This is an optimization exercise on Yosys and OpenROAD, whose aim is small area, a short achievable clock period and few clock cycles, not a production implementation.
At most, simulation tests tie the RTL to the original design; equivalence was not proved.
Power is estimated from default activity; no workload was simulated.

Design synth_voice_allocator, start of the top module:
module synth_voice_allocator (
    input  wire logic        i_clk,
    input  wire logic        i_rst_n,
    input  wire logic        i_in_valid,
    output logic             o_in_stall,
    input  wire logic [16:0] i_in_data,
    output logic             o_out_valid,
    input  wire logic        i_out_stall,
    output logic      [16:0] o_out_data,
    input  wire logic        psel,
    input  wire logic        penable,
    input  wire logic        pwrite,
    input  wire logic [3:0]  paddr,
    input  wire logic [31:0] pwdata,
    output logic      [31:0] prdata,
    output logic             pready
);
Size: ~6800 cells after synthesis, ~93000 sq um of cells after synthesis.
==> flow/config.mk <==
export PLATFORM = sky130hd
export DESIGN_NAME = synth_voice_allocator
export DESIGN_NICKNAME = synth_voice_allocator
export VERILOG_FILES = /design/flow/design.v
export SDC_FILE = /design/flow/constraint.sdc
export NUM_CORES = 4
export LEC_CHECK = 0
export ABC_CLOCK_PERIOD_IN_PS = 3000
export CAP_MARGIN = 20
export CORE_MARGIN = 2
export CORE_UTILIZATION = 60
export CTS_CLUSTER_DIAMETER = 100
export CTS_CLUSTER_SIZE = 26
export SETUP_SLACK_MARGIN = 5
export SLEW_MARGIN = 20
==> flow/constraint.sdc <==
create_clock -name core_clock -period 9.0 [get_ports {i_clk}]
set_input_delay 1.8000 -clock core_clock [delete_from_list [all_inputs] [get_ports {i_clk}]]
set_output_delay 1.8000 -clock core_clock [all_outputs]
set_load 0.01 [all_outputs]
run.sh (not shown) runs the stock make flow with config.mk's settings and CLKGATE_MAP_FILE= SYNTH_SCRIPT=/design/flow/synth_recipe.tcl, a recipe that flattens the netlist after the stock synthesis.
==> next run, changes <==
--- a/flow/design.v
+++ b/flow/design.v
@@ -362,13 +362,13 @@
             c_cmd = 1'b1; c_cv = f_enc(first_a); c_act = 1'b1; c_key = akey;
             n_pend = r_pend & ~first_a; ld_pend = 1'b1;
             c_last = !(|n_pend);
         end else begin
             case (1'b1)
                 r_h_kind[K_PON]: begin
-                    t_v = pon_v; c_cmd = 1'b1; c_cv = (|m) ? f_enc(first_m) : f_enc(alloc);
+                    t_v = pon_v; c_cmd = 1'b1; c_cv = f_enc(pon_v);
                 end
                 r_h_kind[K_POFF]: begin
                     if (|m) begin
                         rl_v = m; c_cmd = 1'b1; c_cv = f_enc(first_m); c_act = 1'b1;
                         n_pend = m & ~first_m; ld_pend = 1'b1;
                         c_last = !(|n_pend);
@@ -437,13 +437,13 @@
     assign eq_h     = (hkey == n_key);
     assign eq_t0    = r_h_kind[K_MOFF] ? s_top_eq : eq_h;
     logic [5:0]  n_kind;
     logic        hv_n, os_n, pend_n, swait_n, stall_n;
     assign n_kind  = f_kind(n_data[16:15], r_mono);
     assign hv_n    = h_adv ? accept : r_h_valid;
-    assign os_n    = !o_free && (r_os_valid || (run && (pend_nz || r_h_valid)));
+    assign os_n    = !o_free && (r_os_valid || emit);
     assign pend_n  = (run && ld_pend && (pend_nz || r_h_valid)) ? (|n_pend) : pend_nz;
     assign swait_n = h_adv ? ((n_kind[K_MON] && s_push_wait) || (n_kind[K_MOFF] && s_rm_wait))
                            : (r_h_kind[K_MON] || r_h_kind[K_MOFF]);
     assign stall_n = hv_n && (os_n || pend_n || swait_n);
     always_ff @(posedge i_clk) begin
         if (h_adv) begin
The new run passed the timing, design-rule and antenna checks.
Cell count hardly moves.
Final area hardly moves.
Die area stays flat.
Hold slack gets better by 0.0052 ns.
Setup slack gets worse by 0.039 ns.
Clock power went up slightly.
Register-to-register slack gets worse by 0.04 ns.
Sequential power went down by a few percent.
Total power went down by a few percent.
Global-route usage went up by 0.99 points.
Synthesized cell count hardly moves.
Utilization stays flat.
Testbench counts after the change, summed over its fixed seeds: cycles 3,128.
For the first run of this note, only the layout was checked, not whether the RTL still works.

* * *

main:
Another version of the RTL of synth_voice_allocator (not shown whole).
Size: roughly 6800 cells after synthesis, about 3400 flip-flops, roughly 0.092 sq mm of cells after synthesis.
## synth_voice_allocator
module synth_voice_allocator (
    input  wire logic        i_clk,
    input  wire logic        i_rst_n,
    input  wire logic        i_in_valid,
    output logic             o_in_stall,
    input  wire logic [16:0] i_in_data,
    output logic             o_out_valid,
    input  wire logic        i_out_stall,
    output logic      [16:0] o_out_data,
    input  wire logic        psel,
    input  wire logic        penable,
    input  wire logic        pwrite,
    input  wire logic [3:0]  paddr,
    input  wire logic [31:0] pwdata,
    output logic      [31:0] prdata,
    output logic             pready
);
Settings: LEC_CHECK=0, ABC_CLOCK_PERIOD_IN_PS=3000, CAP_MARGIN=20, CORE_MARGIN=2, CORE_UTILIZATION=60, CTS_CLUSTER_DIAMETER=100, CTS_CLUSTER_SIZE=26, SETUP_SLACK_MARGIN=5, SLEW_MARGIN=20; clock period 9.0 ns.
standard.sh (not shown) runs the stock make flow with config.mk's settings and CLKGATE_MAP_FILE= SYNTH_SCRIPT=/design/flow/synth_recipe.tcl, a recipe that flattens the netlist after the stock synthesis.
==> flow/flow/run.sh <==
#!/bin/bash
set -euo pipefail
bash standard.sh SETUP_SLACK_MARGIN=6 finish > flow_make.log 2>&1
main | status: complete | timing, DRC, antenna: pass
Testbench counts of main, summed over its fixed seeds: cycles 3,128.
What the feature branch does differently from main at the input level:
--- a/flow/design.v
+++ b/flow/design.v
@@ -12,17 +12,17 @@
     localparam logic [1:0] OP_FINISHED = 2'd3;
     localparam logic ACT_TRIG = 1'b0;
     localparam logic ACT_REL  = 1'b1;
 endpackage
 `default_nettype wire
 `default_nettype none
 module sva_stack #(
     parameter int N = 253,    
-    parameter int W = 38      
+    parameter int W = 44      
 ) (
     input  wire logic        i_clk,
     input  wire logic        i_rst_n,
     input  wire logic        i_go,       
     input  wire logic        i_push,     
     input  wire logic        i_clear,    
     input  wire logic [10:0] i_key,
     output logic             o_done,     
@@ -360,17 +360,17 @@
         n_pend = '0; ld_pend = 1'b0;
         if (pend_nz) begin
             c_cmd = 1'b1; c_cv = f_enc(first_a); c_act = 1'b1; c_key = akey;
             n_pend = r_pend & ~first_a; ld_pend = 1'b1;
             c_last = !(|n_pend);
         end else begin
             case (1'b1)
                 r_h_kind[K_PON]: begin
-                    t_v = pon_v; c_cmd = 1'b1; c_cv = f_enc(pon_v);
+                    t_v = pon_v; c_cmd = 1'b1; c_cv = (|m) ? f_enc(first_m) : f_enc(alloc);
                 end
                 r_h_kind[K_POFF]: begin
                     if (|m) begin
                         rl_v = m; c_cmd = 1'b1; c_cv = f_enc(first_m); c_act = 1'b1;
                         n_pend = m & ~first_m; ld_pend = 1'b1;
                         c_last = !(|n_pend);
                     end
                 end
@@ -435,17 +435,17 @@
     assign n_data   = i_in_data;
     assign n_key    = n_data[14:4];
     assign eq_h     = (hkey == n_key);
     assign eq_t0    = r_h_kind[K_MOFF] ? s_top_eq : eq_h;
     logic [5:0]  n_kind;
     logic        hv_n, os_n, pend_n, swait_n, stall_n;
     assign n_kind  = f_kind(n_data[16:15], r_mono);
     assign hv_n    = h_adv ? accept : r_h_valid;
-    assign os_n    = !o_free && (r_os_valid || emit);
+    assign os_n    = !o_free && (r_os_valid || (run && (pend_nz || r_h_valid)));
     assign pend_n  = (run && ld_pend && (pend_nz || r_h_valid)) ? (|n_pend) : pend_nz;
     assign swait_n = h_adv ? ((n_kind[K_MON] && s_push_wait) || (n_kind[K_MOFF] && s_rm_wait))
                            : (r_h_kind[K_MON] || r_h_kind[K_MOFF]);
     assign stall_n = hv_n && (os_n || pend_n || swait_n);
     always_ff @(posedge i_clk) begin
         if (h_adv) begin
             r_h_data <= n_data;
             r_h_kind <= n_kind;
--- outcome ---
main has a lower count of filler cells inserted in the layout than the feature branch.
main reports its global-route layer with the greatest usage as met2 while the feature branch reports met1.
Where wire length after detailed routing is concerned, main is outperformed by the feature branch.
Per the comparison of the feature branch with main, final non-filler cell area decreased by 660 sq um relative to the old numbers, first-pass GRT wire length decreased by 1.4% relative to the old numbers, met2 usage decreased by 0.77 points relative to the old numbers.
Summary — setup slack of the worst register-to-register path, the feature branch relative to main: higher, by 110 ps.
Number of gates on the worst path with buffers counted: the feature branch > main
Function not checked in the feature branch: the RTL went through the layout flow alone.

-- what the ideal ports hide --
Ports are ideal in the flow. The routed layouts listed here were re-timed in OpenROAD.
Step 1 sets driving cells, clkbuf_16 on the clock port and buf_2 on the other inputs (assumed; they add their load-dependent delay and slew).
Step 2 also shifts input and output timing later by t, the mid clock arrival at the registers, as if the neighbouring blocks saw the same clock.
a / b / c = no drivers / after step 1 / after step 2; a / b = the first two.
run	t, ns	setup slack, ns	hold slack, ns	clock arrival spread, ns
the first run of note 1	0.887	5.022 / 5.022 / 4.321	0.284 / 0.284 / 0.284	0.067 / 0.067
the second run of note 1	0.895	4.983 / 4.983 / 4.467	0.289 / 0.289 / 0.289	0.078 / 0.078
main	0.901	5.312 / 5.312 / 4.720	0.309 / 0.309 / 0.309	0.064 / 0.064
the feature branch	0.898	5.425 / 5.425 / 4.958	0.283 / 0.283 / 0.283	0.092 / 0.092
After both steps every run listed still meets setup and hold. For the first run of note 1, which loses most, drivers alone change the setup slack by 0.000 ns; drivers and shift together by -0.701 ns.
